Context: an optimization exercise on an open-source flow, tuned for small area, a short achievable clock period and few clock cycles per item. The choices shown serve that exercise and are no tape-out recipe. Where RTL was checked, it was by simulation tests only, not by an equivalence proof against the original. No functional check of the RTL was part of run 1.

--- flow/config.mk ---
export PLATFORM = sky130hd
export DESIGN_NAME = scheduled_led_soft_ramp_dimmer_core
export DESIGN_NICKNAME = scheduled_led_soft_ramp_dimmer_core
export VERILOG_FILES = /design/flow/design.v
export SDC_FILE = /design/flow/constraint.sdc
export NUM_CORES = 4
export LEC_CHECK = 0
export CAP_MARGIN = 20
export CORE_MARGIN = 2
export CORE_UTILIZATION = 40
export SLEW_MARGIN = 20
--- flow/constraint.sdc ---
create_clock -name core_clock -period 10.0 [get_ports {clk_i}]
set_input_delay 2.0000 -clock core_clock [delete_from_list [all_inputs] [get_ports {clk_i}]]
set_output_delay 2.0000 -clock core_clock [all_outputs]
set_load 0.01 [all_outputs]
--- flow/design.v ---
`default_nettype none
package sld_pkg;
  localparam int ChanCount   = 3;
  localparam int OutChannels = 3;
  localparam int MaskW       = 3;
  localparam int ChanIdxW    = (ChanCount > 1) ? $clog2(ChanCount) : 1;
  localparam int DutyW    = 10;
  localparam int PeriodW  = 11;
  localparam int SecondW  = 17;
  localparam int HourW    = 5;
  localparam int MinuteW  = 6;
  localparam int SecW     = 6;
  localparam int CfgIdxW  = 3;
  localparam int CfgDataW = 17;
  localparam int DivW     = DutyW + 1;
  localparam int DivSteps = DivW;
  localparam int DivCntW  = $clog2(DivSteps);
  localparam logic [DivW-1:0]    PeriodOffset  = 11'd430;
  localparam logic [PeriodW-1:0] PeriodBias    = 11'd10;
  localparam logic [PeriodW-1:0] StartPeriod   = 11'd9;
  localparam logic [SecondW-1:0] SecsPerHour   = 17'd3600;
  localparam logic [SecondW-1:0] SecsPerMinute = 17'd60;
  localparam logic [DutyW-1:0]   DivisorReset  = 10'd10;
  localparam logic [DutyW-1:0]   StepReset     = 10'd10;
  localparam logic FuncTime   = 1'b0;
  localparam logic FuncExpiry = 1'b1;
  typedef enum logic [CfgIdxW-1:0] {
    CFG_TARGET_CH1   = 3'd0,
    CFG_TARGET_CH2   = 3'd1,
    CFG_TARGET_CH3   = 3'd2,
    CFG_WIN_START    = 3'd3,
    CFG_WIN_STOP     = 3'd4,
    CFG_SMOOTH       = 3'd5,
    CFG_DIVISOR      = 3'd6,
    CFG_RAMP_STEP    = 3'd7
  } cfg_idx_e;
  typedef struct packed {
    logic               func;
    logic [HourW-1:0]   time_hour;
    logic [MinuteW-1:0] time_minute;
    logic [SecW-1:0]    time_second;
    logic [MaskW-1:0]   expired_mask;
  } sld_in_t;
  typedef struct packed {
    logic [DutyW-1:0]   duty_ch1;
    logic [DutyW-1:0]   duty_ch2;
    logic [DutyW-1:0]   duty_ch3;
    logic [PeriodW-1:0] period_ch1;
    logic [PeriodW-1:0] period_ch2;
    logic [PeriodW-1:0] period_ch3;
    logic               ramp_timer_on;
    logic               pwm_on;
    logic               window_active;
  } sld_out_t;
  typedef struct packed {
    logic load;
    logic apply;
    logic div_start;
    logic div_step;
    logic div_last;
    logic emit;
  } sld_cmd_t;
  typedef struct packed {
    logic pend_any;
    logic out_free;
  } sld_stat_t;
endpackage
`default_nettype wire
`default_nettype none
module sld_tracker (
  input  logic        clk_i,
  input  logic        rst_ni,
  input  logic        inval_i,     
  input  logic        ld0_i,       
  input  logic [9:0]  v_i,         
  input  logic [9:0]  d_i,         
  input  logic        d_gt430_i,   
  input  logic        upd_i,       
  input  logic        up_i,        
  input  logic [9:0]  opa_i,       
  input  logic [9:0]  opb_i,       
  input  logic [10:0] qadd_i,      
  output logic        valid_o,
  output logic [10:0] per_o        
);
  logic [9:0]  r_q;
  logic [10:0] q_q;
  logic        valid_q, busy_q, fin_q;
  logic [3:0]  cnt_q;
  logic [10:0] trial, a_sum, b_sum, d_sum, qa, q0, q1;
  logic        ge, dge;
  logic [9:0]  rn, dn;
  assign a_sum = {1'b0, r_q} + {1'b0, opa_i} + {10'd0, !up_i};
  assign b_sum = {1'b0, r_q} + {1'b1, opb_i} + {10'd0, !up_i};
  assign ge    = !b_sum[10];
  assign rn    = ge ? b_sum[9:0] : a_sum[9:0];
  assign trial = {r_q, q_q[10]};
  assign d_sum = trial - {1'b0, d_i};
  assign dge   = !d_sum[10];
  assign dn    = dge ? d_sum[9:0] : trial[9:0];
  assign qa    = fin_q ? 11'd10 : qadd_i;
  assign q0    = q_q + qa;
  assign q1    = q_q + qa + 11'd1;
  assign per_o   = ge ? q1 : q0;
  assign valid_o = valid_q;
  always_ff @(posedge clk_i or negedge rst_ni) begin
    if (!rst_ni) begin
      valid_q <= 1'b0;
      busy_q  <= 1'b0;
      fin_q   <= 1'b0;
      cnt_q   <= '0;
    end else if (inval_i) begin
      valid_q <= 1'b0;
      busy_q  <= 1'b0;
      fin_q   <= 1'b0;
    end else if (ld0_i) begin
      valid_q <= d_gt430_i;
      busy_q  <= !d_gt430_i;
      fin_q   <= 1'b0;
      cnt_q   <= '0;
    end else if (busy_q) begin
      cnt_q <= cnt_q + 4'd1;
      if (cnt_q == 4'd10) begin
        busy_q <= 1'b0;
        fin_q  <= 1'b1;
      end
    end else if (fin_q) begin
      fin_q   <= 1'b0;
      valid_q <= 1'b1;
    end else if (!valid_q) begin
      busy_q <= 1'b1;
      cnt_q  <= '0;
    end
  end
  always_ff @(posedge clk_i) begin
    begin
      if (ld0_i) begin
        r_q <= d_gt430_i ? 10'd430 : 10'd0;
        q_q <= d_gt430_i ? 11'd10 : 11'd430;
      end else if (busy_q) begin
        r_q <= dn;
        q_q <= {q_q[9:0], dge};
      end else if (fin_q) begin
        q_q <= q0;    
      end else if (!valid_q) begin
        r_q <= '0;
        q_q <= {1'b0, v_i} + 11'd430;
      end else if (upd_i) begin
        r_q <= rn;
        q_q <= per_o;
      end
    end
  end
endmodule
`default_nettype wire
`default_nettype none
import sld_pkg::*;
module scheduled_led_soft_ramp_dimmer_core (
  input  logic                clk_i,
  input  logic                rst_ni,
  input  logic                cfg_we_i,
  input  logic [CfgIdxW-1:0]  cfg_idx_i,
  input  logic [CfgDataW-1:0] cfg_wdata_i,
  input  logic                in_valid_i,
  output logic                in_ready_o,
  input  logic [20:0]         in_data_i,
  output logic                out_valid_o,
  input  logic                out_ready_i,
  output logic [65:0]         out_data_o
);
  logic [2:0][9:0] tgt_q;
  logic [16:0]     wstart_q, wstop_q;
  logic            smooth_q;
  logic [9:0]      dv_q;      
  logic [9:0]      step_q;
  always_ff @(posedge clk_i or negedge rst_ni) begin
    if (!rst_ni) begin
      tgt_q    <= '0;
      wstart_q <= '0;
      wstop_q  <= '0;
      smooth_q <= 1'b0;
      dv_q     <= DivisorReset;
      step_q   <= StepReset;
    end else if (cfg_we_i) begin
      case (cfg_idx_i)
        3'd0: tgt_q[0] <= cfg_wdata_i[9:0];
        3'd1: tgt_q[1] <= cfg_wdata_i[9:0];
        3'd2: tgt_q[2] <= cfg_wdata_i[9:0];
        3'd3: wstart_q <= cfg_wdata_i;
        3'd4: wstop_q  <= cfg_wdata_i;
        3'd5: smooth_q <= cfg_wdata_i[0];
        3'd6: dv_q     <= (cfg_wdata_i[9:0] == 10'd0) ? 10'd1 : cfg_wdata_i[9:0];
        default: step_q <= cfg_wdata_i[9:0];
      endcase
    end
  end
  logic       wr_div, wr_step;
  logic [2:0] wr_tgt;
  assign wr_div  = cfg_we_i && (cfg_idx_i == 3'd6);
  assign wr_step = cfg_we_i && (cfg_idx_i == 3'd7);
  assign wr_tgt  = {cfg_we_i && (cfg_idx_i == 3'd2),
                    cfg_we_i && (cfg_idx_i == 3'd1),
                    cfg_we_i && (cfg_idx_i == 3'd0)};
  logic [20:0] e0_q, e1_q;
  logic [1:0]  cnt_q;
  logic        take, adv1, adv2, go;
  logic        pv1_q, pv2_q;
  logic [3:0]  p1_q;        
  logic [12:0] hh1_q;       
  logic [11:0] ms1_q;       
  logic [4:0]  p2_q;        
  logic [16:0] now_sec;
  assign now_sec = {hh1_q, 4'd0} + {5'd0, ms1_q};
  assign in_ready_o = !cnt_q[1];
  assign take       = in_valid_i && !cnt_q[1];
  assign adv2       = pv1_q && (!pv2_q || go);
  assign adv1       = (cnt_q != 2'd0) && (!pv1_q || adv2);
  always_ff @(posedge clk_i or negedge rst_ni) begin
    if (!rst_ni) begin
      cnt_q <= '0;
      pv1_q <= 1'b0;
      pv2_q <= 1'b0;
    end else begin
      cnt_q <= cnt_q + {1'b0, take} - {1'b0, adv1};
      if (adv1)      pv1_q <= 1'b1;
      else if (adv2) pv1_q <= 1'b0;
      if (adv2)      pv2_q <= 1'b1;
      else if (go)   pv2_q <= 1'b0;
    end
  end
  always_ff @(posedge clk_i) begin
    if (adv1) begin
      e0_q <= (cnt_q[1]) ? e1_q : in_data_i;
      if (take) e1_q <= in_data_i;
    end else if (take) begin
      if (cnt_q == 2'd0) e0_q <= in_data_i;
      else               e1_q <= in_data_i;
    end
  end
  always_ff @(posedge clk_i) begin
    if (adv1) begin
      p1_q <= {e0_q[20], e0_q[2:0]};
      hh1_q <= {8'd0, e0_q[19:15]} * 13'd225;
      ms1_q <= {6'd0, e0_q[14:9]} * 12'd60 + {6'd0, e0_q[8:3]};
    end
    if (adv2) begin
      p2_q <= {p1_q, (now_sec >= wstart_q) && (now_sec < wstop_q)};
    end
  end
  logic        h_func, h_win;
  logic [2:0]  h_mask;
  assign h_func = p2_q[4];
  assign h_mask = p2_q[3:1];
  assign h_win  = p2_q[0];
  logic [9:0]  sa_q, sb_q, sq_q;
  logic        svalid_q, sbusy_q, sfin_q;
  logic [3:0]  scnt_q;
  logic [10:0] s_x, s_xs;
  logic        s_ge;
  logic        powered_q, powered_d, flip;
  assign s_x  = sbusy_q ? {sa_q, sq_q[9]} : (sfin_q ? {1'b0, sa_q} : {1'b0, step_q});
  assign s_xs = s_x - {1'b0, dv_q};
  assign s_ge = s_x >= {1'b0, dv_q};
  assign flip = powered_d != powered_q;
  always_ff @(posedge clk_i or negedge rst_ni) begin
    if (!rst_ni) begin
      svalid_q <= 1'b0;
      sbusy_q  <= 1'b0;
      sfin_q   <= 1'b0;
      scnt_q   <= '0;
    end else if (wr_div || wr_step) begin
      svalid_q <= 1'b0;
      sbusy_q  <= 1'b0;
      sfin_q   <= 1'b0;
    end else if (sbusy_q) begin
      scnt_q <= scnt_q + 4'd1;
      if (scnt_q == 4'd9) begin
        sbusy_q <= 1'b0;
        sfin_q  <= 1'b1;
      end
    end else if (sfin_q) begin
      sfin_q   <= 1'b0;
      svalid_q <= 1'b1;
    end else if (!svalid_q) begin
      sbusy_q <= s_ge;
      sfin_q  <= !s_ge;
      scnt_q  <= '0;
    end
  end
  always_ff @(posedge clk_i) begin
    if (!(wr_div || wr_step)) begin
      if (sbusy_q) begin
        sa_q <= s_ge ? s_xs[9:0] : s_x[9:0];
        sq_q <= {sq_q[8:0], s_ge};
      end else if (sfin_q) begin
        sa_q <= powered_d ? sa_q : ~s_xs[9:0];
        sb_q <= powered_d ? s_xs[9:0] : ~sa_q;
        sq_q <= powered_d ? sq_q : ~sq_q;
      end else if (!svalid_q) begin
        sa_q <= s_ge ? 10'd0 : step_q;
        sq_q <= s_ge ? step_q : 10'd0;
      end else if (flip) begin
        sa_q <= ~sb_q;
        sb_q <= ~sa_q;
        sq_q <= ~sq_q;
      end
    end
  end
  logic             run_q, oen_q;
  logic [2:0][9:0]  cur_q, dst_q, app_q;
  logic [2:0][10:0] per_q;
  logic [2:0]       done_q, mv_q;
  logic [2:0]       tz_q, tz_d;    
  logic             run_d, oen_d;
  logic [2:0][9:0]  cur_d, dst_d, app_d;
  logic [2:0][10:0] per_d;
  logic [2:0]       done_d, mv_d;
  logic [2:0]       t_valid, t_inval, t_upd;
  logic             t_ld0;
  logic [2:0][9:0]  t_v;
  logic [2:0][10:0] t_per;
  logic             d_gt430;
  assign d_gt430 = dv_q > 10'd430;
  logic [2:0]       at_dst, tgt_nz, cur_nz;
  logic [2:0][9:0]  up_sum, dn_dif;
  logic [2:0][11:0] up_gap;
  logic [2:0]       up_clamp, dn_zero;
  logic [2:0]       done_up, done_dn;
  logic             fin_up, fin_dn;
  logic             stall;
  always_comb begin
    for (int i = 0; i < 3; i++) begin
      at_dst[i]   = cur_q[i] == dst_q[i];
      tgt_nz[i]   = tgt_q[i] != 10'd0;
      cur_nz[i]   = cur_q[i] != 10'd0;
      up_sum[i]   = cur_q[i] + step_q;
      up_gap[i]   = {2'b0, cur_q[i]} + {2'b0, step_q} - {2'b0, dst_q[i]};
      up_clamp[i] = !up_gap[i][11];
      dn_dif[i]   = cur_q[i] - step_q;
      dn_zero[i]  = cur_q[i] <= step_q;
      t_v[i]      = tz_q[i] ? 10'd0 : (powered_q && at_dst[i]) ? tgt_q[i] : cur_q[i];
    end
  end
  assign done_up = done_q | (h_mask & up_clamp);
  assign done_dn = done_q & ~(h_mask & dn_zero);
  assign fin_up  = &done_up;
  assign fin_dn  = ~|done_dn;
  logic [2:0] need, need_tz;
  assign need    = (h_func && run_q) ? (h_mask & mv_q) : 3'b0;
  assign need_tz = pv2_q ? (need & tz_q) : 3'b0;
  assign stall   = (need & ~(t_valid & ~tz_q & {3{svalid_q}})) != 3'b0;
  assign go    = pv2_q && (!out_valid_o || out_ready_i) && !stall;
  always_comb begin
    powered_d = powered_q;
    run_d     = run_q;
    oen_d     = oen_q;
    cur_d     = cur_q;
    dst_d     = dst_q;
    app_d     = app_q;
    per_d     = per_q;
    done_d    = done_q;
    mv_d      = mv_q;
    t_inval   = {3{wr_div}} | wr_tgt | need_tz;
    tz_d      = tz_q & ~need_tz;
    if (wr_div) tz_d = {3{!powered_q}};
    t_ld0     = 1'b0;
    t_upd     = '0;
    if (go) begin
      if (!h_func) begin
        if (h_win && !powered_q) begin
          powered_d = 1'b1;
          if (smooth_q) begin
            for (int i = 0; i < 3; i++) begin
              cur_d[i]  = '0;
              per_d[i]  = StartPeriod;
              done_d[i] = 1'b0;
              dst_d[i]  = tgt_q[i];
            end
            mv_d  = tgt_nz;
            run_d = 1'b1;
            t_ld0 = 1'b1;
            tz_d  = '0;
          end else begin
            run_d   = 1'b0;
            app_d   = tgt_q;
            oen_d   = 1'b1;
            t_inval = t_inval | at_dst | tz_q;
            tz_d    = '0;
          end
        end else if (!h_win && powered_q) begin
          powered_d = 1'b0;
          if (smooth_q) begin
            for (int i = 0; i < 3; i++) begin
              if (at_dst[i]) cur_d[i] = tgt_q[i];
              dst_d[i]  = '0;
              done_d[i] = 1'b1;
              mv_d[i]   = at_dst[i] ? tgt_nz[i] : cur_nz[i];
            end
            run_d = 1'b1;
          end else begin
            run_d   = 1'b0;
            oen_d   = 1'b0;
            app_d   = '0;
            t_inval = t_inval | at_dst;
          end
        end
      end else if (run_q) begin
        for (int i = 0; i < 3; i++) begin
          if (h_mask[i]) begin
            t_upd[i] = mv_q[i];
            if (powered_q) begin
              if (up_clamp[i]) begin
                cur_d[i]   = dst_q[i];
                mv_d[i]    = 1'b0;
                t_inval[i] = mv_q[i];
              end else begin
                cur_d[i] = up_sum[i];
                per_d[i] = t_per[i];
              end
            end else begin
              if (dn_zero[i]) begin
                cur_d[i]   = '0;
                mv_d[i]    = 1'b0;
                t_inval[i] = mv_q[i];
              end else begin
                cur_d[i] = dn_dif[i];
                per_d[i] = t_per[i];
              end
            end
            app_d[i] = cur_d[i];
            oen_d    = 1'b1;
          end
        end
        done_d = powered_q ? done_up : done_dn;
        if (powered_q ? fin_up : fin_dn) run_d = 1'b0;
        if (!powered_q && fin_dn) begin
          oen_d = 1'b0;
          app_d = '0;
        end
      end
    end
  end
  always_ff @(posedge clk_i or negedge rst_ni) begin
    if (!rst_ni) begin
      powered_q <= 1'b0;
      run_q     <= 1'b0;
      oen_q     <= 1'b0;
      cur_q     <= '0;
      dst_q     <= '0;
      app_q     <= '0;
      per_q     <= {3{StartPeriod}};
      done_q    <= '0;
      mv_q      <= '0;
      tz_q      <= '0;
    end else begin
      powered_q <= powered_d;
      run_q     <= run_d;
      oen_q     <= oen_d;
      cur_q     <= cur_d;
      dst_q     <= dst_d;
      app_q     <= app_d;
      per_q     <= per_d;
      done_q    <= done_d;
      mv_q      <= mv_d;
      tz_q      <= tz_d;
    end
  end
  for (genvar i = 0; i < 3; i++) begin : g_trk
    sld_tracker u_trk (
      .clk_i     (clk_i),
      .rst_ni    (rst_ni),
      .inval_i   (t_inval[i]),
      .ld0_i     (t_ld0 && (!tz_q[i] || d_gt430)),
      .v_i       (t_v[i]),
      .d_i       (dv_q),
      .d_gt430_i (d_gt430),
      .upd_i     (t_upd[i]),
      .up_i      (powered_q),
      .opa_i     (sa_q),
      .opb_i     (sb_q),
      .qadd_i    ({!powered_q, sq_q}),
      .valid_o   (t_valid[i]),
      .per_o     (t_per[i])
    );
  end
  logic out_valid_q;
  always_ff @(posedge clk_i or negedge rst_ni) begin
    if (!rst_ni)          out_valid_q <= 1'b0;
    else if (go)          out_valid_q <= 1'b1;
    else if (out_ready_i) out_valid_q <= 1'b0;
  end
  assign out_valid_o = out_valid_q;
  assign out_data_o  = {app_q[0], app_q[1], app_q[2],
                        per_q[0], per_q[1], per_q[2],
                        run_q, oen_q, powered_q};
endmodule
`default_nettype wire
--- flow/flow/run.sh ---
#!/bin/bash
set -euo pipefail
bash standard.sh finish SETUP_SLACK_MARGIN=6 > make.log 2>&1
--- flow/standard.sh ---
#!/bin/bash
# synth_recipe.tcl (not shown) runs the flow's synth.tcl, then flattens the netlist and writes it again
# the make line also repeats each setting of config.mk as NAME=value (left out here)
make -C /OpenROAD-flow-scripts/flow DESIGN_CONFIG=/design/flow/config.mk WORK_HOME=/design/flow/orfs CLKGATE_MAP_FILE= SYNTH_SCRIPT=/design/flow/synth_recipe.tcl "${@:-finish}"
==> results of run 1 <==
-- per-stage QoR --
stage | util | setup WS [ps] | area (um^2)
global route | 0.4697 | 5819 | 39310
detailed placement | 0.4326 | 4773 | 36200
global placement | 0.4326 | 4739 | 36200
CTS | 0.4602 | 5931 | 38510
floorplan | - | 5599 | 33950
finish | 0.4697 | 5949 | 39310
-- flip-flops by register name, summed over array words and instances, names as in the netlist, 17 cells and up --
name	count
app_q	30
cur_q	30
dst_q	30
e0_q	21
e1_q	21
g_trk.u_trk.q_q	33
g_trk.u_trk.r_q	30
per_q	33
tgt_q	30
wstart_q	17
wstop_q	17
-- metal layers --
metal / vias to the layer above / wire [um] / global-route usage
met5: - / 13 / 0
met4: 2 / 5535 / 0.1124
met3: 272 / 9294 / 0.03729
met2: 1222 / 51050 / 0.4068
met1: 14150 / 47910 / 0.3497
li1: 13870 / - / -
-- placed cells by master, fill, tap and decap left out, types with 61 or more instances in the layout --
| master | Yosys | final |
|---|---|---|
| edfxtp_1 | 168 | 168 |
| mux2i_1 | 66 | 64 |
| nor3_1 | 81 | 75 |
| o21ai_1 | 107 | 108 |
| o21ai_0 | 196 | 191 |
| xor2_1 | 62 | 62 |
| xnor2_1 | 172 | 168 |
| a21o_1 | 66 | 64 |
| a21oi_1 | 290 | 281 |
| ha_1 | 302 | 301 |
| mux2_2 | 72 | 72 |
| buf_4 | 3 | 111 |
| fa_1 | 66 | 61 |
| nor2_1 | 295 | 289 |
| inv_1 | 241 | 234 |
| dfrtp_1 | 243 | 233 |
| clkdlybuf4s50_1 | 0 | 110 |
| nand2_1 | 378 | 369 |
-- worst reg2reg max path, stage by stage (launching register included) --
cell and delay (ps):
edfxtp_1 420, ha_2 200, inv_1 80, fa_2 220, nor2b_1 50, o21ai_1 190, a21boi_1 120, buf_4 150
buf_4 120, buf_4 120, buf_4 120, buf_4 130, buf_4 120, buf_4 120, buf_4 120, buf_4 120
buf_4 130, nor2_4 110, ha_1 240, and4_4 200, a211oi_2 220, a31oi_2 130, a211oi_2 260, nor3_2 110
-- logic make-up (layout without fill, tap and decap cells) --
family | Yosys count | count (layout)
compound gates | 1108 | 1110
simple gates | 1062 | 1063
flops | 421 | 421
buf+inv | 417 | 586
fa+ha+maj | 368 | 368
xor+xnor | 235 | 235
mux | 162 | 162
-- area by class of cell --
class	instances	area (um^2)	area share
Tap cell	1134	1419	0.03610
Inverter	247	949.7	0.02416
Multi-Input combinational cell	2938	21490	0.5469
Timing Repair Buffer	243	2317	0.05895
Clock inverter	29	310.3	0.007895
Sequential cell	421	11410	0.2903
Clock buffer	67	1406	0.03578
-- path summary, 6_finish.rpt --
path / startpoint / cells after the start / to / slack (ps)
max: hh1_q[5] / 23 / p2_q[0] / 5950
min: p1_q[3] / 0 / p2_q[4] / 420
max reg2reg: hh1_q[5] / 23 / p2_q[0] / 5950
min reg2reg: p1_q[3] / 0 / p2_q[4] / 420
max in group asynchronous: rst_ni / 2 / cur_q[27] / 7260
min in group asynchronous: rst_ni / 1 / scnt_q[3] / 1310
-- timing repair --
action	4_1_cts	5_1_grt
pin swaps	15	41
hold endpoints to repair	0	0
buffers inserted	37	42
setup endpoints to repair	343	243
resized for setup	68	83
cloned	2	4
==> impl_metrics.csv, run 1 <==
group,metric,value,unit
synthesis,yosys.area.top_type,"dfrtp_1",
timing,tns,0,ps
drt,wirelength,113.8,mm
timing,relSlewSlack,0.3330,
drt,drtPass1Iterations,5,
critical_path,cp_slowest_cell,"edfxtp_1",
synthesis,synth_seq_area_share,0.3363,
grt,grt_pass1_vias,28200,
synthesis,yosys.area_share.simple,0.1450,
synthesis,synth-xor-area-share,0.06101,
synthesis,synthFlopType,"dfrtp_1",
synthesis,synthesis.area,33860,um^2
critical_path,arrival,4410,ps
placement,dp_cells,4898,
run,max_cap_viol_count,0,
synthesis,synth-compound-area-share,0.2083,
timing,final_hold_viol_count,0,
synthesis,syn_avg_cell_area,8.974,um^2
critical_path,end_kind,"register",
timing,finalClockSkew,15.69,ps
clock_network,clk_latency,620,ps
synthesis,syn_inst,3773,
critical_path,cp_top_family,"buffers and inverters",
grt,grt_overflow,0,
drt,wire_per_inst,22.41,um
timing,slew_violations,0,
placement,post-dp-hpwl,82.33,mm
timing,whs,419.4,ps
die,die_h,294.9,um
critical_path,path_max_fanout,2,
placement,portBuffers,113,
synthesis,synth_enable_flop_cells,168,
grt,antenna_found_initial,5,
clock_network,postCtsHoldBufs,0,
hold_path,min_path_type,"reg -> reg",
timing,final-setup-viol-count,0,
die,die_x,294.9,um
run_status,outcome,"no timing/DRC/antenna violations",
synthesis,postSynth.asyncResetShare,0.6010,
critical_path,crit_top_cell,"buf_4",
placement,gp_routability_congestion,0.9352,
die,ioPinCount,114,
timing,finalCriticalPeriod,4051,ps
die,core,83690,um^2
drt,drt_iter0_drc,2695,
synthesis,synth.most_common_cell,"nand2_1",
finish,synthToLayoutAreaGrowth,16.08,%
critical_path,crit_type,"reg -> reg",
die,start_util,0.4046,
clock_network,h-tree-depth,2,
drt,dr_total_vias,29520,
synthesis,synthTopCellsByCount,"378 x nand2_1, 302 x ha_1, 295 x nor2_1",
synthesis,yosysTopAreaCellShare,0.1796,
timing,fmax,0.2469,GHz
die,num_rows,106,
clock_network,cts_root_buf,"clkbuf_16",
finish,fillers,8065,
clock_network,clock_path_buffers,3,
critical_path,cp.buffers_inverters,11,
critical_path,slowest_delay,420,ps
critical_path,cp_cell_sequence,"ha_2, inv_1, fa_2, nor2b_1, o21ai_1, a21boi_1, buf_4, buf_4, buf_4, buf_4, buf_4, buf_4, buf_4, buf_4, buf_4, buf_4, nor2_4, ha_1, and4_4, a211oi_2, a31oi_2, a211oi_2, nor3_2",
synthesis,synth_area_leaders,"dfrtp_1 18%, edfxtp_1 15%, ha_1 11%",
finish,final_nets,4316,
synthesis,synth.area.mux_share,0.05144,
drt,detail-route-antenna-nets,0,
synthesis,synthAdderAreaFrac,0.1506,
synthesis,synth_top_family_by_area,"compound AO/OA/AOI/OAI gates",
synthesis,synth_nets,4187,
finish,diodes,0,
timing,period_share,0.4051,
timing,worst_pin_slew,1000,ps
clock_network,clk_pin_slew_worst_paths,60,ps
clock_network,numCtsBuffers,51,
drt,via_per_inst,5.812,
timing,rsz0062_at_grt,"true",
synthesis,ys_warn_count,2,
drt,drc,0,
critical_path,crit_required,10360,ps
critical_path,start_kind,"register",
die,die_area,86990,um^2
clock_network,cts_sinks,421,
finish,layout-drive-gt1-share,0.1151,
grt,grt_max_degree,75,
clock_network,cts_tree,"done",
finish,final_cells,5079,
synthesis,synth_cell_types,93,
grt,grt_first_pass_wirelength,170.9,mm
synthesis,synth.ff_latch_count,421,
grt,grt_usage,0.2570,
==> run 2, diff against run 1 <==
--- a/flow/design.v
+++ b/flow/design.v
@@ -201,57 +201,54 @@
   assign wr_tgt  = {cfg_we_i && (cfg_idx_i == 3'd2),
                     cfg_we_i && (cfg_idx_i == 3'd1),
                     cfg_we_i && (cfg_idx_i == 3'd0)};
-  logic [20:0] e0_q, e1_q;
-  logic [1:0]  cnt_q;
+  logic [20:0] e0_q;
+  logic        ev_q, pv1_q;
+  logic [1:0]  qc_q;        
   logic        take, adv1, adv2, go;
-  logic        pv1_q, pv2_q;
   logic [3:0]  p1_q;        
-  logic [12:0] hh1_q;       
-  logic [11:0] ms1_q;       
-  logic [4:0]  p2_q;        
-  logic [16:0] now_sec;
-  assign now_sec = {hh1_q, 4'd0} + {5'd0, ms1_q};
-  assign in_ready_o = !cnt_q[1];
-  assign take       = in_valid_i && !cnt_q[1];
-  assign adv2       = pv1_q && (!pv2_q || go);
-  assign adv1       = (cnt_q != 2'd0) && (!pv1_q || adv2);
+  logic [16:0] n1_q;        
+  logic [12:0] hh;          
+  logic [9:0]  mm;          
+  logic [4:0]  qa_q, qb_q;  
+  logic [4:0]  q_in;
+  assign hh = {e0_q[19:15], 8'd0} - {3'd0, e0_q[19:15], 5'd0} + {8'd0, e0_q[19:15]};
+  assign mm = {e0_q[14:9], 4'd0} - {4'd0, e0_q[14:9]};
+  assign adv2       = pv1_q && !qc_q[1];
+  assign adv1       = ev_q && (!pv1_q || !qc_q[1]);
+  assign in_ready_o = !ev_q || !pv1_q || !qc_q[1];
+  assign take       = in_valid_i && in_ready_o;
   always_ff @(posedge clk_i or negedge rst_ni) begin
     if (!rst_ni) begin
-      cnt_q <= '0;
+      ev_q  <= 1'b0;
       pv1_q <= 1'b0;
-      pv2_q <= 1'b0;
+      qc_q  <= '0;
     end else begin
-      cnt_q <= cnt_q + {1'b0, take} - {1'b0, adv1};
+      if (take)      ev_q <= 1'b1;
+      else if (adv1) ev_q <= 1'b0;
       if (adv1)      pv1_q <= 1'b1;
       else if (adv2) pv1_q <= 1'b0;
-      if (adv2)      pv2_q <= 1'b1;
-      else if (go)   pv2_q <= 1'b0;
-    end
-  end
-  always_ff @(posedge clk_i) begin
-    if (adv1) begin
-      e0_q <= (cnt_q[1]) ? e1_q : in_data_i;
-      if (take) e1_q <= in_data_i;
-    end else if (take) begin
-      if (cnt_q == 2'd0) e0_q <= in_data_i;
-      else               e1_q <= in_data_i;
+      qc_q <= qc_q + {1'b0, adv2} - {1'b0, go};
     end
   end
+  assign q_in = {p1_q, (n1_q >= wstart_q) && (n1_q < wstop_q)};
   always_ff @(posedge clk_i) begin
+    if (take) e0_q <= in_data_i;
     if (adv1) begin
       p1_q <= {e0_q[20], e0_q[2:0]};
-      hh1_q <= {8'd0, e0_q[19:15]} * 13'd225;
-      ms1_q <= {6'd0, e0_q[14:9]} * 12'd60 + {6'd0, e0_q[8:3]};
+      n1_q <= {hh, 4'd0} + {5'd0, mm, 2'd0} + {11'd0, e0_q[8:3]};
     end
-    if (adv2) begin
-      p2_q <= {p1_q, (now_sec >= wstart_q) && (now_sec < wstop_q)};
+    if (go) begin
+      qa_q <= qc_q[1] ? qb_q : q_in;
+    end else if (adv2 && qc_q == 2'd0) begin
+      qa_q <= q_in;
     end
+    if (adv2 && (qc_q == 2'd1) && !go) qb_q <= q_in;
   end
   logic        h_func, h_win;
   logic [2:0]  h_mask;
-  assign h_func = p2_q[4];
-  assign h_mask = p2_q[3:1];
-  assign h_win  = p2_q[0];
+  assign h_func = qa_q[4];
+  assign h_mask = qa_q[3:1];
+  assign h_win  = qa_q[0];
   logic [9:0]  sa_q, sb_q, sq_q;
   logic        svalid_q, sbusy_q, sfin_q;
   logic [3:0]  scnt_q;
@@ -347,9 +344,9 @@
   assign fin_dn  = ~|done_dn;
   logic [2:0] need, need_tz;
   assign need    = (h_func && run_q) ? (h_mask & mv_q) : 3'b0;
-  assign need_tz = pv2_q ? (need & tz_q) : 3'b0;
+  assign need_tz = (qc_q != 2'd0) ? (need & tz_q) : 3'b0;
   assign stall   = (need & ~(t_valid & ~tz_q & {3{svalid_q}})) != 3'b0;
-  assign go    = pv2_q && (!out_valid_o || out_ready_i) && !stall;
+  assign go    = (qc_q != 2'd0) && (!out_valid_o || out_ready_i) && !stall;
   always_comb begin
     powered_d = powered_q;
     run_d     = run_q;
==> flow/flow/run.sh (replaced) <==
#!/bin/bash
set -euo pipefail
bash standard.sh finish SETUP_SLACK_MARGIN=7 > make.log 2>&1
==> run 2 against run 1 <==
- largest cell class unchanged
- final cell count grew 4.5%
- highest routed layer unchanged
- clock skew grew 48 ps
- critical path type unchanged
- still clean on timing, DRC and antenna
==> impl_metrics.csv, run 2 <==
group,metric,value,unit
run,max_cap_viol_count,0,
clock_network,numCtsBuffers,50,
drt,wirelength,128.7,mm
drt,drc,0,
critical_path,slowest_delay,550,ps
grt,grt_max_degree,115,
clock_network,clk_latency,650,ps
critical_path,end_kind,"register",
synthesis,yosys.area.top_type,"dfrtp_1",
synthesis,ys_warn_count,2,
synthesis,synth_area_leaders,"dfrtp_1 19%, edfxtp_1 13%, ha_1 11%",
die,core,80420,um^2
grt,antenna_found_initial,6,
finish,layout-drive-gt1-share,0.3548,
die,die_h,288.7,um
clock_network,cts_sinks,398,
finish,final_core_util,0.5692,
drt,wire_per_inst,24.26,um
synthesis,synth.most_common_cell,"nand2_1",
hold_path,min_path_type,"reg -> reg",
grt,grt_pass1_vias,29880,
synthesis,postSynth.asyncResetShare,0.6357,
drt,dr_total_vias,32020,
timing,rsz0062_at_grt,"true",
grt,grt_overflow,0,
clock_network,postCtsHoldBufs,0,
synthesis,syn_avg_cell_area,8.877,um^2
die,die_area,83340,um^2
synthesis,syn_inst,3652,
timing,final_hold_viol_count,0,
finish,final_cell_mix,"312 x buf_4, 270 x nand2_1, 247 x ha_1, 238 x nor2_1, 214 x inv_1",
drt,drtPass1Iterations,6,
grt,grt_first_pass_wirelength,184.3,mm
clock_network,clock_path_buffers,3,
die,die_x,288.7,um
finish,fillers,6756,
clock_network,cts_root_buf,"clkbuf_16",
timing,finalCriticalPeriod,3731,ps
synthesis,synth_cell_types,97,
synthesis,synth.ff_latch_count,398,
die,ioPinCount,114,
drt,via_per_inst,6.033,
placement,portBuffers,113,
synthesis,synth_nets,4035,
finish,final_nets,4586,
synthesis,synthTopCellsByCount,"336 x nand2_1, 286 x nor2_1, 282 x ha_1",
timing,worst_pin_slew,1136,ps
critical_path,path_max_fanout,4,
clock_network,clk_pin_slew_worst_paths,60,ps
timing,period_share,0.3731,
finish,largestRegisters,"g_trk.u_trk.q_q x33, per_q x33",
synthesis,synth_enable_flop_cells,145,
finish,mostFrequentLayoutCell,"buf_4",
timing,tns,0,ps
timing,relSlewSlack,0.2427,
drt,drt_iter0_drc,3442,
run_status,outcome,"no timing/DRC/antenna violations",
timing,slew_violations,0,
grt,grt_usage,0.2886,
critical_path,crit_required,10540,ps
finish,synthToLayoutAreaGrowth,41.21,%
synthesis,synthesis.area,32420,um^2
synthesis,yosysTopAreaCellShare,0.1876,
clock_network,cts_tree,"done",
critical_path,cp_slowest_cell,"dfstp_2",
critical_path,cp_cell_sequence,"buf_6, clkinvlp_4, buf_12, buf_12, buf_8, ha_4, nand4_1, or4_4, nand3_2, a211o_4, buf_6, a31oi_4, or3_4, buf_6, a31oi_4, buf_12, mux2i_1, a41o_1",
timing,fmax,0.2680,GHz
timing,finalClockSkew,63.59,ps
synthesis,synth_seq_area_share,0.3300,
clock_network,h-tree-depth,2,
critical_path,start_kind,"register",
critical_path,crit_type,"reg -> reg",
timing,final-setup-viol-count,0,
synthesis,synthFlopType,"dfrtp_1",
drt,detail-route-antenna-nets,0,
critical_path,arrival,4270,ps
placement,gp_routability_congestion,0.9260,
placement,post-dp-hpwl,80.09,mm
die,start_util,0.4031,
die,num_rows,104,
## run 2: logic make-up (layout without fill, tap and decap cells)
| kind of cell | after synthesis | in the layout | share of synthesized area |
|---|---|---|---|
| adders and majority gates | 337 | 337 | 0.1428 |
| DFF | 398 | 398 | 0.3300 |
| and+or+nand+nor | 1070 | 1095 | 0.1569 |
| muxes | 162 | 162 | 0.05346 |
| AOI/OAI and AO/OA | 1059 | 1066 | 0.2095 |
| xor gates and xnor gates | 214 | 214 | 0.05782 |
| buffers and inverters | 412 | 973 | 0.04944 |
| other | 0 | 2 | 0 |
## run 2: final cells by class
| class | count | area (um^2) | area share |
|---|---|---|---|
| flip-flops and latches | 398 | 10750 | 0.2348 |
| well taps | 1060 | 1326 | 0.02897 |
| multi-input cells | 2874 | 24720 | 0.5399 |
| diodes | 2 | 5.005 | 0.0001093 |
| clock inverters | 22 | 275.3 | 0.006013 |
| repair buffers | 631 | 6201 | 0.1355 |
| inverters | 248 | 998.5 | 0.02181 |
| clock buffers | 72 | 1508 | 0.03294 |
## run 2: critical path, delay by kind of cell, from the launching register on
kind	cells	cell delay, ps
AO/OA/AOI/OAI	4	620
adder cells (fa/ha/maj)	1	260
buffers and inverters	8	970
flip-flops	1	550
multiplexers	1	80
AND/OR/NAND/NOR	4	1140
## run 2: metrics by stage
| stage | hold WS, ps | instance area [um^2] | instances | worst slack, ps |
|---|---|---|---|---|
| floorplan | 400.3 | 33350 | 3652 | 5913 |
| global placement | 400.4 | 35260 | 4709 | 4445 |
| detailed placement | 406.5 | 35260 | 4709 | 4340 |
| CTS | 419.6 | 42200 | 5116 | 6273 |
| global route | 425.5 | 45770 | 5306 | 6190 |
| finish | 418.2 | 45780 | 5307 | 6269 |
## run 2: path summary, 6_finish.rpt
check,startpoint,end,slack [ps],cells after the start
worst max-delay path,step_q[1],app_q[19],6270,18
worst max register to register,step_q[1],app_q[19],6270,18
max in group asynchronous,rst_ni,sfin_q,7370,2
worst min-delay path,e0_q[0],p1_q[0],420,0
min in group asynchronous,rst_ni,cur_q[25],1350,1
worst min register to register,e0_q[0],p1_q[0],420,0
## run 2: what timing repair did
action	4_1_cts	5_1_grt
gates cloned	41	13
endpoints found under the setup margin	649	482
setup buffers	272	176
pin swaps	199	230
resized for setup	911	502
endpoints found under the hold margin	0	0
## run 2: metal layers
layer	GRT usage	part of all wire	up-vias
met5	0	0.00038	-
met4	0.1405	0.061	6
met3	0.05979	0.10	494
met2	0.4519	0.45	1637
met1	0.3801	0.39	15490
li1	-	-	14390
Testbench counts of run 2, summed over its fixed seeds: cycles 4,547, items 3,822.
==> run 3, diff against run 2 <==
==> flow/flow/run.sh (replaced) <==
#!/bin/bash
set -euo pipefail
bash standard.sh finish SETUP_SLACK_MARGIN=6.5 > make.log 2>&1
==> run 3 against run 2 <==
- area after synthesis is the same
- cell area decreased by 8.3%
- first-iteration DRC count down 23%
- still clean
- critical path depth fell by 4
- final cell count decreased by 4.3%
- register-to-register slack hardly changed
- largest cell class unchanged
- die area stayed put
- sequential share of layout area is 2.1 points higher
==> impl_metrics.csv, run 3 <==
group,metric,value,unit
run_status,outcome,"no timing/DRC/antenna violations",
drt,drc,0,
drt,wirelength,117.7,mm
synthesis,yosysTopAreaCellShare,0.1876,
die,ioPinCount,114,
run,max_cap_viol_count,0,
placement,post-dp-hpwl,78.81,mm
synthesis,synth.ff_latch_count,398,
finish,layout-drive-gt1-share,0.2395,
synthesis,synth_seq_area_share,0.3300,
timing,relSlewSlack,0.1176,
synthesis,synthFlopType,"dfrtp_1",
synthesis,postSynth.asyncResetShare,0.6357,
clock_network,cts_sinks,398,
grt,grt_pass1_vias,28320,
timing,final_hold_viol_count,0,
drt,wl_met1,49.85,mm
drt,highest_layer,"met5",
timing,slew_violations,0,
hold_path,min_path_type,"reg -> reg",
clock_network,cts_root_buf,"clkbuf_16",
synthesis,syn_inst,3652,
timing,finalClockSkew,29.98,ps
drt,drt_iter0_drc,2642,
finish,final_nets,4359,
drt,dr_total_vias,30090,
finish,mostFrequentLayoutCell,"nand2_1",
synthesis,yosys.area.top_type,"dfrtp_1",
timing,finalCriticalPeriod,3718,ps
critical_path,crit_required,10500,ps
grt,grt_max_degree,151,
clock_network,clock_path_buffers,3,
drt,drtPass1Iterations,5,
finish,synthToLayoutAreaGrowth,29.43,%
drt,wire_per_inst,23.17,um
critical_path,arrival,4220,ps
critical_path,crit_type,"reg -> reg",
clock_network,clk_latency,620,ps
clock_network,h-tree-depth,2,
grt,grt_overflow,0,
drt,route.met2.wl,53.55,mm
synthesis,synth.most_common_cell,"nand2_1",
drt,via_per_inst,5.925,
clock_network,clk_pin_slew_worst_paths,60,ps
drt,wl_met3,8.491,mm
synthesis,synth_cell_types,97,
clock_network,postCtsHoldBufs,0,
timing,fmax,0.2690,GHz
die,die_area,83340,um^2
placement,gp_routability_congestion,0.9356,
synthesis,synth_nets,4035,
drt,detail-route-antenna-nets,0,
timing,worst_pin_slew,1303,ps
die,num_rows,104,
clock_network,cts_tree,"done",
timing,period_share,0.3718,
finish,largestRegisters,"g_trk.u_trk.q_q x33, per_q x33",
synthesis,syn_avg_cell_area,8.877,um^2
critical_path,end_kind,"register",
grt,antenna_found_initial,7,
die,die_h,288.7,um
die,die_x,288.7,um
critical_path,start_kind,"register",
die,core,80420,um^2
timing,rsz0062_at_grt,"true",
clock_network,numCtsBuffers,49,
placement,portBuffers,113,
critical_path,path_max_fanout,7,
grt,grt_usage,0.2690,
finish,final_cell_mix,"317 x nand2_1, 268 x ha_1, 254 x nor2_1, 237 x a21oi_1, 227 x inv_1",
grt,grt_first_pass_wirelength,172.5,mm
synthesis,synthesis.area,32420,um^2
timing,final-setup-viol-count,0,
die,start_util,0.4031,
timing,tns,0,ps
synthesis,synthTopCellsByCount,"336 x nand2_1, 286 x nor2_1, 282 x ha_1",
synthesis,ys_warn_count,2,
synthesis,synth_enable_flop_cells,145,
synthesis,synth_area_leaders,"dfrtp_1 19%, edfxtp_1 13%, ha_1 11%",
[run 3: worst max-delay path, stage by stage, from the launching register on]
cell and delay (ps):
dfstp_4 690, buf_4 140, clkinvlp_4 60, buf_6 140, fa_2 370, a21oi_4 170, o21bai_4 100, a221oi_4 340
a2111oi_4 130, a211o_2 350, or3_4 430, buf_4 170, buf_6 110, a32oi_4 280, a21oi_2 90
[run 3: cells by family (layout without fill, tap and decap cells)]
family	after synthesis	count (layout)	synth area share
AND/OR/NAND/NOR	1070	1082	0.1569
AO/OA/AOI/OAI	1059	1065	0.2095
buffers and inverters	412	759	0.04944
flip-flops	398	398	0.3300
adder cells (fa/ha/maj)	337	337	0.1428
XOR/XNOR	214	214	0.05782
multiplexers	162	162	0.05346
other	0	1	0
[run 3: worst paths after layout]
check                              endpoint  depth (start not counted)  slack, ps  startpoint
max in group asynchronous         step_q[0]                          2       7080      rst_ni
min in group asynchronous       wstop_q[14]                          1       1420      rst_ni
worst max-delay path              app_q[29]                         14       6280   step_q[1]
worst min register to register      p1_q[1]                          0        420     e0_q[1]
worst min-delay path                p1_q[1]                          0        420     e0_q[1]
worst max register to register    app_q[29]                         14       6280   step_q[1]
[run 3: cell type report]
| cell class | instances | area, um^2 |
|---|---|---|
| Multi-Input combinational cell | 2860 | 22960 |
| Timing Repair Buffer | 419 | 4267 |
| Tap cell | 1060 | 1326 |
| Antenna cell | 1 | 2.502 |
| Clock buffer | 64 | 1396 |
| Inverter | 248 | 980.9 |
| Fill cell | 7296 | 38460 |
| Clock inverter | 28 | 276.5 |
| Sequential cell | 398 | 10740 |
[run 3: through the flow]
stage          cell area, um^2  setup WS [ps]    util  std cells  hold WS, ps
5_1_grt                  41950           6224  0.5217       5077        425.3
6_report                 41960           6282  0.5217       5078        420.8
2_1_floorplan            32910           5913       -       3652        400.3
4_1_cts                  39600           6288  0.4925       4978        420.1
3_5_place_dp             34990           4762  0.4351       4709        406.1
3_3_place_gp             34980           4803  0.4350       4709        407.4
[run 3: repair_timing]
action,in CTS,in global routing
pin swaps,86,121
buffers inserted,149,91
setup endpoints to repair,433,346
cloned,28,8
gates resized for setup,412,343
[run 3: layer usage]
layer / GRT usage / vias up
met2: 0.4227 / 1198
met4: 0.1244 / 2
met3: 0.04281 / 273
met5: 0 / -
met1: 0.3637 / 14700
li1: - / 13920
==> run 4, diff against run 3 <==
==> flow/run.sh (new file) <==
#!/bin/bash
# synth_recipe.tcl (not shown) runs the flow's synth.tcl, then flattens the netlist and writes it again
# the make line also repeats each setting of config.mk as NAME=value (left out here)
make -C /OpenROAD-flow-scripts/flow DESIGN_CONFIG=/design/flow/config.mk WORK_HOME=/design/flow/orfs CLKGATE_MAP_FILE= SYNTH_SCRIPT=/design/flow/synth_recipe.tcl finish
--- a/flow/config.mk
+++ b/flow/config.mk
@@ -8,4 +8,5 @@
 export CAP_MARGIN = 20
 export CORE_MARGIN = 2
 export CORE_UTILIZATION = 40
+export SETUP_SLACK_MARGIN = 5
 export SLEW_MARGIN = 20
removed: flow/flow/run.sh
removed: flow/standard.sh
==> run 4 against run 3 <==
- count of clock-buffer cells in the layout increased by 6
- flip-flop and latch count unchanged
- highest routed layer is now met4
- core utilization shrank 7.0 points
- critical path depth decreased by 3
- clock skew increased by 4.8 ps
- global-route usage fell by 1.6 points
- cell area is 13% lower
- register-to-register slack worse by 1200 ps
- via count shrank 6.9%
- largest cell class unchanged
==> impl_metrics.csv, run 4 <==
group,metric,value,unit
timing,relSlewSlack,0.2673,
timing,worst_pin_slew,1099,ps
timing,fmax,0.2037,GHz
clock_network,clk_latency,630,ps
die,ioPinCount,114,
die,die_h,288.7,um
run,max_cap_viol_count,0,
grt,grt_first_pass_wirelength,163.2,mm
placement,gp_routability_congestion,0.9390,
clock_network,post_cts_resized,0,
synthesis,postSynth.asyncResetShare,0.6357,
die,core,80420,um^2
critical_path,end_kind,"register",
grt,grt_overflow,0,
timing,finalCriticalPeriod,4910,ps
grt,grt_pass1_vias,26820,
die,die_x,288.7,um
synthesis,synth_seq_area_share,0.3300,
timing,slew_violations,0,
finish,synthToLayoutAreaGrowth,11.98,%
drt,drt_iter0_drc,2372,
finish,fillers,7944,
critical_path,arrival,5420,ps
finish,multiInputGateArea,20230,um^2
synthesis,synth.most_common_cell,"nand2_1",
finish,mostFrequentLayoutCell,"nand2_1",
clock_network,clk_pin_slew_worst_paths,60,ps
clock_network,post_cts_buffers,0,
timing,whs,419.0,ps
finish,layout-drive-gt1-share,0.07694,
drt,wirelength,106.1,mm
timing,rsz0062_at_grt,"true",
clock_network,postCtsHoldBufs,0,
critical_path,crit_type,"reg -> reg",
clock_network,numCtsBuffers,48,
drt,via_per_inst,5.830,
critical_path,start_kind,"register",
timing,finalClockSkew,34.76,ps
synthesis,ys_warn_count,2,
timing,period_share,0.4910,
synthesis,synthesis.area,32420,um^2
finish,register_area,10700,um^2
synthesis,synthTopCellsByCount,"336 x nand2_1, 286 x nor2_1, 282 x ha_1",
drt,detail-route-antenna-nets,0,
timing,final-setup-viol-count,0,
drt,dr_total_vias,28010,
clock_network,cts_sinks,398,
grt,grt_usage,0.2526,
hold_path,min_path_type,"reg -> reg",
placement,portBuffers,113,
synthesis,synth_cell_types,97,
synthesis,synth.ff_latch_count,398,
synthesis,synth_nets,4035,
drt,drc,0,
synthesis,yosys.area.top_type,"dfrtp_1",
synthesis,syn_avg_cell_area,8.877,um^2
finish,final_cell_mix,"335 x nand2_1, 284 x nor2_1, 282 x ha_1, 274 x a21oi_1, 270 x o21ai_0",
die,start_util,0.4031,
clock_network,cts_tree,"done",
timing,final_hold_viol_count,0,
synthesis,synth_enable_flop_cells,145,
synthesis,synth_area_leaders,"dfrtp_1 19%, edfxtp_1 13%, ha_1 11%",
run_status,outcome,"no timing/DRC/antenna violations",
timing,tns,0,ps
clock_network,cts_root_buf,"clkbuf_16",
clock_network,clock_path_buffers,3,
grt,grt_max_degree,73,
drt,drtPass1Iterations,5,
critical_path,crit_required,10510,ps
critical_path,path_max_fanout,21,
synthesis,synthFlopType,"dfrtp_1",
finish,largestRegisters,"g_trk.u_trk.q_q x33, per_q x33",
grt,antenna_found_initial,3,
die,num_rows,104,
finish,final_nets,4086,
synthesis,syn_inst,3652,
synthesis,yosysTopAreaCellShare,0.1876,
clock_network,h-tree-depth,2,
drt,wire_per_inst,22.09,um
die,die_area,83340,um^2
placement,post-dp-hpwl,79.52,mm
run 4: changes by cell type in the layout (fill, tap and decap cells not counted), moves of 32 or more:
cell / delta
buf_12: -32
o21ai_0: +59
a21oi_1: +37
buf_4: -121
buf_6: -81
clkdlybuf4s50_1: +73
o21ai_1: -35
dlygate4sd2_1: -66
run 4: area by class of cell:
type,instances,area share
diodes,1,0.00006893
clock buffers,70,0.03757
flip-flops and latches,398,0.2948
inverters,248,0.02564
well taps,1060,0.03654
clock inverters,20,0.006066
multi-input cells,2842,0.5573
repair buffers,165,0.04205
run 4: per-stage QoR:
stage                       util  area [um^2]  setup WS (ps)  cells
final                     0.4514        36300           5090   4804
after global routing      0.4514        36300           4908   4803
after CTS                 0.4509        36260           5096   4801
after detailed placement  0.4312        34680           4465   4711
after global placement    0.4310        34660           4554   4711
after floorplan                -        32420           5200   3652
run 4: worst max-delay path, stage by stage, from the launching register on:
cell	delay [ps]
dfstp_2	870
inv_1	470
fa_1	580
a21oi_1	200
o21bai_2	130
a221oi_4	380
a2111oi_1	150
a211o_1	380
or3_4	590
a31oi_4	640
mux2i_1	160
a41o_1	220
run 4: kinds of logic after synthesis:
| logic type | share of synthesized area |
|---|---|
| AOI/OAI and AO/OA | 0.2095 |
| xor gates and xnor gates | 0.05782 |
| adders and majority gates | 0.1428 |
| buffers and inverters | 0.04944 |
| DFF | 0.3300 |
| muxes | 0.05346 |
| and+or+nand+nor | 0.1569 |
run 4: worst paths after layout:
path | start | to | slack [ps] | cells after the start
worst max register to register | step_q[1] | app_q[19] | 5090 | 11
worst max-delay path | step_q[1] | app_q[19] | 5090 | 11
worst min-delay path | e0_q[0] | p1_q[0] | 420 | 0
worst min register to register | e0_q[0] | p1_q[0] | 420 | 0
min in group asynchronous | rst_ni | dst_q[22] | 1340 | 1
max in group asynchronous | rst_ni | per_q[18] | 6690 | 3
run 4: metal layers:
layer | up-vias | GRT usage | share of wire
li1 | 13330 | - | -
met1 | 13500 | 0.3446 | 0.43
met2 | 977 | 0.4130 | 0.46
met3 | 198 | 0.03373 | 0.066
met4 | 0 | 0.08466 | 0.034
met5 | - | 0 | 0
==> run 5, diff against run 4 <==
==> flow/flow/run.sh (new file) <==
#!/bin/bash
set -euo pipefail
bash standard.sh finish SETUP_SLACK_MARGIN=6 > make.log 2>&1
==> flow/standard.sh (new file) <==
#!/bin/bash
# synth_recipe.tcl (not shown) runs the flow's synth.tcl, then flattens the netlist and writes it again
# the make line also repeats each setting of config.mk as NAME=value (left out here)
make -C /OpenROAD-flow-scripts/flow DESIGN_CONFIG=/design/flow/config.mk WORK_HOME=/design/flow/orfs CLKGATE_MAP_FILE= SYNTH_SCRIPT=/design/flow/synth_recipe.tcl "${@:-finish}"
--- a/flow/config.mk
+++ b/flow/config.mk
@@ -8,5 +8,4 @@
 export CAP_MARGIN = 20
 export CORE_MARGIN = 2
 export CORE_UTILIZATION = 40
-export SETUP_SLACK_MARGIN = 5
 export SLEW_MARGIN = 20
removed: flow/run.sh
==> run 5 against run 4 <==
- worst setup slack improved by 940 ps
- first-iteration DRC count up 2.2%
- flip-flop and latch count is the same
- largest cell class unchanged
==> impl_metrics.csv, run 5 <==
group,metric,value,unit
run_status,outcome,"no timing/DRC/antenna violations",
critical_path,crit_type,"in -> reg",
clock_network,h-tree-depth,2,
finish,synthToLayoutAreaGrowth,15.61,%
timing,final_hold_viol_count,0,
synthesis,synth_nets,4035,
critical_path,crit_path_start,"out_ready_i",
die,die_area,83340,um^2
timing,finalClockSkew,27.15,ps
placement,dp_cells,4712,
grt,antenna_found_initial,4,
clock_network,numCtsBuffers,49,
timing,tns,0,ps
grt,grt_max_degree,148,
finish,final_nets,4152,
synthesis,yosys.area.top_type,"dfrtp_1",
critical_path,slowest_delay,600,ps
clock_network,cts_tree,"done",
timing,rsz0062_at_grt,"true",
grt,grt_overflow,0,
drt,dr_total_vias,28570,
synthesis,synth.most_common_cell,"nand2_1",
run,max_cap_viol_count,0,
finish,final_cells,4871,
clock_network,clk_pin_slew_worst_paths,60,ps
clock_network,cts_root_buf,"clkbuf_16",
synthesis,syn_inst,3652,
placement,placed_cell_area,34740,um^2
synthesis,synth_cell_types,97,
clock_network,cts_sinks,398,
timing,fmax,0.2517,GHz
synthesis,synthFlopType,"dfrtp_1",
finish,largestRegisters,"g_trk.u_trk.q_q x33, per_q x33",
synthesis,synth.ff_latch_count,398,
timing,worst_pin_slew,1042,ps
finish,final_core_util,0.4661,
synthesis,postSynth.asyncResetShare,0.6357,
critical_path,arrival,4230,ps
synthesis,synthesis.area,32420,um^2
critical_path,start_kind,"input pin",
synthesis,synthTopCellsByCount,"336 x nand2_1, 286 x nor2_1, 282 x ha_1",
finish,layout-drive-gt1-share,0.1124,
timing,final-setup-viol-count,0,
critical_path,end_kind,"register",
drt,drc,0,
synthesis,synth_area_leaders,"dfrtp_1 19%, edfxtp_1 13%, ha_1 11%",
critical_path,r2r_setup_slack,6100,ps
die,ioPinCount,114,
die,core,80420,um^2
grt,grt_first_pass_wirelength,166.2,mm
clock_network,clock_path_buffers,3,
finish,mostFrequentLayoutCell,"nand2_1",
hold_path,min_path_type,"reg -> reg",
critical_path,cp_cell_sequence,"dlygate4sd2_1, nand2b_4, o221ai_2, or4_4, bufbuf_16, nor2_1, nor2_1, o21ai_2",
placement,gp_routability_congestion,0.9503,
critical_path,path_max_fanout,12,
die,die_x,288.7,um
drt,drtPass1Iterations,5,
timing,slew_violations,0,
grt,grt_pass1_vias,27230,
critical_path,crit_required,10260,ps
die,start_util,0.4031,
timing,finalCriticalPeriod,3974,ps
synthesis,synth_seq_area_share,0.3300,
critical_path,cp_slowest_cell,"or4_4",
grt,grt_usage,0.2588,
clock_network,clk_latency,630,ps
critical_path,crit_top_cell,"nor2_1",
critical_path,reg2reg_from,"step_q[4]",
timing,period_share,0.3974,
drt,wire_per_inst,22.34,um
drt,via_per_inst,5.865,
timing,relSlewSlack,0.3051,
die,num_rows,104,
finish,final_cell_mix,"330 x nand2_1, 282 x ha_1, 275 x nor2_1, 271 x a21oi_1, 262 x o21ai_0",
placement,portBuffers,113,
synthesis,synth_enable_flop_cells,145,
die,die_h,288.7,um
clock_network,postCtsHoldBufs,0,
drt,wirelength,108.8,mm
finish,final_area,37480,um^2
synthesis,syn_avg_cell_area,8.877,um^2
synthesis,yosysTopAreaCellShare,0.1876,
synthesis,ys_warn_count,2,
drt,drt_iter0_drc,2424,
hold_path,worst_hold_startpoint,"e0_q[1]",
placement,post-dp-hpwl,79.78,mm
drt,detail-route-antenna-nets,0,
run 5: cell counts after synthesis:
Identical to the previous run, type by type.
run 5: area by class of cell:
type,instances,area [um^2]
diodes,3,7.507
fillers,7763,42940
clock buffers,72,1425
multi-input cells,2846,20670
flip-flops and latches,398,10710
inverters,248,964.7
well taps,1060,1326
clock inverters,18,162.7
repair buffers,226,2215
run 5: kinds of logic after synthesis:
kind of cell / synth area share
simple gates: 0.1569
compound gates: 0.2095
buf+inv: 0.04944
flops: 0.3300
fa+ha+maj: 0.1428
xor+xnor: 0.05782
mux: 0.05346
run 5: worst paths after layout:
kind,depth (start not counted),to
worst min register to register,0,p1_q[1]
worst min-delay path,0,p1_q[1]
worst max register to register,15,app_q[28]
max in group asynchronous,2,per_q[21]
min in group asynchronous,1,cur_q[7]
worst max-delay path,8,g_trk[1].u_trk.r_q[5]
run 5: routing by layer:
layer	GRT usage	wire [um]	share of wire	vias to the layer above
li1	-	-	-	13470
met1	0.3483	46230	0.42	13790
met2	0.4167	49760	0.46	1078
met3	0.03641	7818	0.072	235
met4	0.1106	5014	0.046	0
met5	0	0	0	-
run 5: timing repair:
action,4_1_cts,5_1_grt
cloned,5,1
gates resized for setup,65,58
buffers inserted,37,23
endpoints found under the setup margin,249,152
pin swaps,14,9
run 5: metrics by stage:
| step | setup WS (ps) | hold slack [ps] |
|---|---|---|
| after floorplan | 5926 | 400.3 |
| after global placement | 4883 | 419.1 |
| after detailed placement | 4806 | 404.5 |
| after CTS | 5982 | 426.4 |
| after global routing | 5918 | 433.9 |
| final | 6026 | 425.7 |
run 5: worst max-delay path, delay by kind of cell:
kind | cells | cell delay, ps
AO/OA/AOI/OAI | 2 | 540
buffers and inverters | 2 | 520
AND/OR/NAND/NOR | 4 | 1140

==> what the ideal ports hide <==
No port has a modelled driver above. Below, the same layouts with a new extraction and two added sets of constraints. Step 1 assumes that a clkbuf_16 drives the clock port and a buf_2 every other input. Step 2 moves the port delays by t, midway between the first and last clock arrival at a register: inputs arrive t later, outputs are due t later. That takes back most of the time a late clock gives input paths. Three values: no drivers, after step 1, after step 2; two values: the first two.
| run | t (ns) | setup slack, ns | latest minus earliest clock arrival (ns) | slew at the worst register clock pin (ns) |
|---|---|---|---|---|
| run 1 | 0.682 | 5.949 / 5.949 / 5.382 | 0.016 / 0.016 | 0.07 / 0.07 |
| run 2 | 0.688 | 6.269 / 6.269 / 5.641 | 0.064 / 0.064 | 0.07 / 0.07 |
| run 3 | 0.672 | 6.282 / 6.282 / 5.689 | 0.030 / 0.031 | 0.07 / 0.07 |
| run 4 | 0.682 | 5.090 / 5.090 / 4.524 | 0.036 / 0.036 | 0.07 / 0.07 |
| run 5 | 0.687 | 6.026 / 6.006 / 5.386 | 0.028 / 0.028 | 0.07 / 0.07 |
After both steps every run listed still meets setup and hold. For run 5, which loses most, drivers alone change the setup slack by -0.020 ns; drivers and shift together by -0.640 ns.
